This design comes from an exercise in tuning for small area and a short achievable clock period on the open sky130 flow, not from production work. The RTL was checked by simulation tests, not by an equivalence proof against the original design. Power figures rest on the tool's default switching activity, not on a simulated workload.

Setup of run 1:
Design usb_capture_top, start of the top module:
module usb_capture_top (
    input  logic                   clk_120mhz,
    input  logic                   rst_n,
    input  usb_pkt_pkg::byte_t     host_data_i,
    input  logic                   host_valid_i,
    input  logic                   host_sop_i,
    input  logic                   host_eop_i,
    input  logic                   host_crc_ok_i,
    input  usb_pkt_pkg::byte_t     dev_data_i,
    input  logic                   dev_valid_i,
    input  logic                   dev_sop_i,
    input  logic                   dev_eop_i,
    input  logic                   dev_crc_ok_i,
    input  logic                   rd_req_i,
    output usb_pkt_pkg::byte_t     rd_data_o,
    output logic                   rd_sop_o,
    output logic                   rd_eop_o,
    output usb_pkt_pkg::dir_t      rd_dir_o,
    output usb_pkt_pkg::ts_short_t rd_ts_o,
    output logic                   rd_valid_o,
    output logic                   rd_empty_o,
    input  usb_pkt_pkg::byte_t     cmd_data_i,
    input  logic                   cmd_valid_i,
    output usb_pkt_pkg::byte_t     resp_data_o,
    output logic                   resp_valid_o
);
    logic                    wr_valid;
    usb_pkt_pkg::byte_t      wr_data;
    logic                    wr_sop;
    logic                    wr_eop;
    usb_pkt_pkg::dir_t       wr_dir;
    usb_pkt_pkg::ts_short_t  wr_ts;
    logic                    cfg_capture_en;
    logic                    cfg_filter_en;
    cap_regs_pkg::pid_mask_t cfg_mask;
    usb_pkt_pkg::ts_short_t  ts;
  ...
Size in the first run: roughly 6000 cells after synthesis, ~1900 flip-flops, ~74 I/O pins.
clock: 4.0 ns
lec_check: 0
cap_margin: 20
core_margin: 2
core_utilization: 60
cts_cluster_diameter: 90
cts_cluster_size: 28
setup_slack_margin: 1.9
slew_margin: 20
synth_hierarchical: 1
tns_end_percent: 100
run.sh (not shown) runs the stock make flow with config.mk's settings and CLKGATE_MAP_FILE= SYNTH_SCRIPT=/design/flow/synth_recipe.tcl, a recipe that flattens the netlist after the stock synthesis.
Here is what was changed in the inputs of run 2 compared with run 1.
--- a/flow/config.mk
+++ b/flow/config.mk
@@ -13 +13 @@
-export SETUP_SLACK_MARGIN = 1.9
+export SETUP_SLACK_MARGIN = 2.3
[summary]
- Diff run 1 -> run 2 | first-pass GRT wire length | increase of about 5.3%
- Going from run 1 to run 2, the share of cell area taken by flip-flops and latches was found to have gone down by 3.4 points.
- Compared with run 1, in run 2 core utilization now larger; cell area now larger; sum of internal, switching and leakage power now larger; layout buffering overhead excluding clock cells now larger.
- Global-route usage sits higher in run 2 than in run 1.
- Run 2: switching power share of the total 0.77 points above run 1
- Looking at highest-delay cell along the critical path, the sky130_fd_sc_hd__dfrtp_2 result is from run 1; the sky130_fd_sc_hd__dfrtp_1 one comes from run 2.
What run 3 does differently from run 2 at the input level:
--- a/flow/config.mk
+++ b/flow/config.mk
@@ -13 +13 @@
-export SETUP_SLACK_MARGIN = 2.3
+export SETUP_SLACK_MARGIN = 2.0
Results
Relative to run 2, the leakage power total measured on run 3 has decreased by a few percent. Compared with run 2, run 3 ends up with a smaller final cell area. Critical path depth | run 3 below run 2. Setup slack in run 3 is larger than in run 2. Run 3: final-stage net count lower than run 2. For non-clock inverter count in the final layout, run 3 and run 2 come out practically identical. Re combinational power share: run 2 was higher than run 3. Going from run 2 to run 3, hold slack decreased 0.024 ns, sequential cell count essentially unchanged. Going from run 2 to run 3, number of non-clock buffers in the layout shows a reduction of about 40%; power dropped about 7.5%.

========
Setup of old:
Another version of the RTL of usb_capture_top (not shown whole).
Size: roughly 6000 cells after synthesis, roughly 1900 flip-flops, roughly 74 I/O pins, roughly 65000 µm² of cells after synthesis.
// usb_capture_top
module usb_capture_top (
    input  logic                   clk_120mhz,
    input  logic                   rst_n,
    input  usb_pkt_pkg::byte_t     host_data_i,
    input  logic                   host_valid_i,
    input  logic                   host_sop_i,
    input  logic                   host_eop_i,
    input  logic                   host_crc_ok_i,
    input  usb_pkt_pkg::byte_t     dev_data_i,
    input  logic                   dev_valid_i,
    input  logic                   dev_sop_i,
    input  logic                   dev_eop_i,
    input  logic                   dev_crc_ok_i,
    input  logic                   rd_req_i,
    output usb_pkt_pkg::byte_t     rd_data_o,
    output logic                   rd_sop_o,
    output logic                   rd_eop_o,
    output usb_pkt_pkg::dir_t      rd_dir_o,
    output usb_pkt_pkg::ts_short_t rd_ts_o,
    output logic                   rd_valid_o,
    output logic                   rd_empty_o,
    input  usb_pkt_pkg::byte_t     cmd_data_i,
    input  logic                   cmd_valid_i,
    output usb_pkt_pkg::byte_t     resp_data_o,
    output logic                   resp_valid_o
);
Settings: LEC_CHECK=0, CAP_MARGIN=20, CORE_MARGIN=2, CORE_UTILIZATION=60, CTS_CLUSTER_DIAMETER=80, CTS_CLUSTER_SIZE=24, SETUP_SLACK_MARGIN=2.0, SLEW_MARGIN=20, SYNTH_HIERARCHICAL=1, TNS_END_PERCENT=100; clock period 4.0 ns.
old | stages: all done | timing, DRC, antenna: all pass
What new does differently from old at the input level:
Settings: changing CTS_CLUSTER_SIZE from 24 to 28; changing CTS_CLUSTER_DIAMETER from 80 to 90; changing CORE_UTILIZATION from 60 to 70.
## What came out
- Diff old -> new: routability congestion estimate from global placement up 3.8%, growth of design area from synthesis to finish decreased by 0.92 points relative to the old numbers, post-layout worst setup margin up 22 ps, worst-case register-to-register setup slack went down, total non-filler cell area in the finished layout saw a decrease.
- Multi-input combinational area share up 0.38 points in new wrt old
- The layout cell share with drive strength beyond 1 of new and that of old are within noise of each other.
- new against old: number of standard cells in the final layout excluding fillers went down, layout clock buffer count moved down, routed wire length increased 2.5 mm.

## separate check: timing with driven ports
How much do the figures lean on ideal ports? The routed layouts below were timed once more, with nothing changed but the port constraints. Step 1: set_driving_cell puts a clkbuf_16 on clk_120mhz and a buf_2 on each other input, an assumption about the parent block. Step 2 adds t to the input delays and takes it off the output delays; t is the mean of the earliest and latest rising clock arrival at the registers after step 1. Input paths then give back, and output paths get back, about the clock's delay inside the block. Three values: ideal ports, drivers, drivers and shift; two values: the first two.
run	t, ns	setup WS [ns]	worst setup path after step 2
run 1	0.766	1.833 / 1.762 / 1.240	input to register
run 2	0.766	1.840 / 1.763 / 1.517	input to register
run 3	0.766	1.848 / 1.777 / 1.317	input to register
old	0.772	1.857 / 1.780 / 1.383	input to register
new	0.760	1.879 / 1.809 / 1.300	input to register
After both steps every run listed still meets setup and hold. For run 1, which loses most, drivers alone change the setup slack by -0.071 ns; drivers and shift together by -0.593 ns.
